From an optimization exercise on the open Yosys and OpenROAD flow, aimed at small area, a short achievable clock period and few clock cycles per item; shortcuts taken in it are not production practice. Function was checked by simulation only, so behaviour that the tests miss may differ from the original.

T:
// eased_frame_time_lookup_unit
module eased_frame_time_lookup_unit #(
	parameter int MAX_FRAMES = eftl_pkg::MAX_FRAMES_DEF
) (
	input  logic                          clk,
	input  logic                          arst_n,
	input  logic                          cfg_we,
	input  logic [eftl_pkg::CURVE_W-1:0]  cfg_wdata,
	input  logic                          s_tvalid,
	output logic                          s_tready,
	input  logic [eftl_pkg::IN_W-1:0]     s_tdata,
	output logic                          m_tvalid,
	input  logic                          m_tready,
	output logic [eftl_pkg::OUT_W-1:0]    m_tdata
);
	localparam int RW = 50;    
	logic          out_v_q, skid_v_q;
	logic [RW-1:0] out_d_q, skid_d_q;
	logic          hold;
	logic          r_v;
	logic [RW-1:0] r_d;
	assign hold     = skid_v_q;
	assign s_tready = !skid_v_q;
	always_ff @(posedge clk or negedge arst_n) begin
		if (!arst_n) begin
			out_v_q  <= 1'b0;
			skid_v_q <= 1'b0;
		end else if (!hold) begin
			if (!out_v_q || m_tready) begin
				out_v_q <= r_v;
			end else if (r_v) begin
				skid_v_q <= 1'b1;
			end
		end else if (m_tready) begin
			skid_v_q <= 1'b0;
		end
	end
	always_ff @(posedge clk) begin
		if (!hold) begin
			skid_d_q <= r_d;
			if (!out_v_q || m_tready) begin
				out_d_q <= r_d;
			end
		end else if (m_tready) begin
			out_d_q <= skid_d_q;
		end
	end
	assign m_tvalid = out_v_q;
	logic [6:0] olt;
	logic [2:0] ok;
	assign olt = out_d_q[6:0];
	assign ok  = {olt[3], (olt[1] & !olt[3]) | olt[5],
		(olt[0] & !olt[1]) | (olt[2] & !olt[3]) | (olt[4] & !olt[5]) | olt[6]};
	assign m_tdata  = {2'b00, out_d_q[49:10], out_d_q[9:7], ok};
	logic [2:0] curve_q;
	always_ff @(posedge clk or negedge arst_n) begin
		if (!arst_n) begin
			curve_q <= '0;
		end else if (cfg_we) begin
			curve_q <= cfg_wdata;
		end
	end
	logic        v0;
	logic [43:0] req0;
	logic [1:0]  crv0;    
	always_ff @(posedge clk or negedge arst_n) begin
		if (!arst_n) begin
			v0 <= 1'b0;
		end else if (!hold) begin
			v0 <= s_tvalid;
		end
	end
	always_ff @(posedge clk) begin
		if (!hold) begin
			req0 <= s_tdata[43:0];
			crv0 <= (curve_q[2]) ? 2'd0 : curve_q[1:0];
		end
	end
  ...
Size: ~11000 cells after synthesis, ~140000 µm² of cells after synthesis.
Settings: LEC_CHECK=0, CAP_MARGIN=20, CORE_MARGIN=2, CORE_UTILIZATION=50, CTS_BUF_LIST=sky130_fd_sc_hd__clkbuf_8, SLEW_MARGIN=20; clock period 10.0 ns.
standard.sh (not shown) runs the stock make flow with config.mk's settings and CLKGATE_MAP_FILE= SYNTH_SCRIPT=/design/flow/synth_recipe.tcl, a recipe that flattens the netlist after the stock synthesis.
==> flow/flow/run.sh <==
#!/bin/bash
set -euo pipefail
bash standard.sh SETUP_SLACK_MARGIN=6 finish > standard_flow.log 2>&1
T: done, clean on timing, DRC and antenna
Testbench counts of T, summed over its fixed seeds: cycles 6,128, items 5,826.
The inputs of R differ from those of T as listed below.
- setting SETUP_SLACK_MARGIN to 5 for the first time
==> flow/run.sh (new file) <==
#!/bin/bash
# synth_recipe.tcl (not shown) runs the flow's synth.tcl, then flattens the netlist and writes it again
# the make line also repeats each setting of config.mk as NAME=value (left out here)
make -C /OpenROAD-flow-scripts/flow DESIGN_CONFIG=/design/flow/config.mk WORK_HOME=/design/flow/orfs CLKGATE_MAP_FILE= SYNTH_SCRIPT=/design/flow/synth_recipe.tcl finish
removed: flow/flow/run.sh
removed: flow/standard.sh
### Flow results
Delta (R minus T): via total after detailed routing fell 2377; maximum clock rate down 34 MHz; cell count along the critical path higher; share of the final layout cell area in multi-input gates went up 0.68 points; global-route track usage on met2 has decreased.
Relative to T, the final cell area reported for R is lower.
Max routability congestion estimate from global placement across T and R: R
R against T: global-route wire length before repair down 6.2%.
R ends up with a global-route usage that is 3.0 points lower than in T.

---

Setup of TR:
Another version of the RTL of eased_frame_time_lookup_unit (not shown whole).
For scale: ~11000 cells after synthesis, roughly 2100 flip-flops, about 110 I/O pins.
make LEC_CHECK=0 CAP_MARGIN=20 CORE_MARGIN=2 CORE_UTILIZATION=50 CTS_BUF_LIST=sky130_fd_sc_hd__clkbuf_8 SETUP_SLACK_MARGIN=5 SLEW_MARGIN=20 finish   # period 10.0 ns
run.sh (not shown) runs the stock make flow with config.mk's settings and CLKGATE_MAP_FILE= SYNTH_SCRIPT=/design/flow/synth_recipe.tcl, a recipe that flattens the netlist after the stock synthesis.
Stock flow here: none of the scripts above is used.
The final layout from TR, which completed every stage, passed the timing, design-rule and antenna checks at the end of the flow.
Testbench counts of TR, summed over its fixed seeds: cycles 6,128, items 5,826.
--- input diff TR..JK ---
-- flow/config.mk --
<<< TR, line 8
export CAP_MARGIN = 20
export CORE_MARGIN = 2
export CORE_UTILIZATION = 50
export CTS_BUF_LIST = sky130_fd_sc_hd__clkbuf_8
export SETUP_SLACK_MARGIN = 5
export SLEW_MARGIN = 20
>>> JK, line 8
export CAP_MARGIN = 20
export CORE_MARGIN = 2
export CORE_UTILIZATION = 40
export SETUP_SLACK_MARGIN = 5
export SLEW_MARGIN = 20
Findings:
The all-layer global routing usage reported for JK is smaller than that of TR by 8.7 points.

## afterwards: timing with drivers on the ports
How much do the figures lean on ideal ports? The routed layouts below were timed once more, with nothing changed but the port constraints. Step 1, drivers: a clkbuf_16 drives clk and a buf_2 each remaining input, both assumed. Step 2 also shifts input and output timing later by t, the mid clock arrival at the registers, as if the neighbouring blocks saw the same clock. Three values: ideal ports, drivers, drivers and shift; two values: the first two.
run	t (ns)	setup WS [ns]	hold WS [ns]	clock arrival spread, ns
T	1.188	5.775 / 5.775 / 5.775	0.393 / 0.393 / 0.393	0.125 / 0.125
R	1.161	5.073 / 5.073 / 5.073	0.392 / 0.392 / 0.392	0.126 / 0.126
TR	1.193	4.921 / 4.921 / 4.921	0.402 / 0.402 / 0.402	0.084 / 0.084
JK	1.062	4.855 / 4.855 / 4.855	0.394 / 0.394 / 0.394	0.140 / 0.139
After both steps every run listed still meets setup and hold.
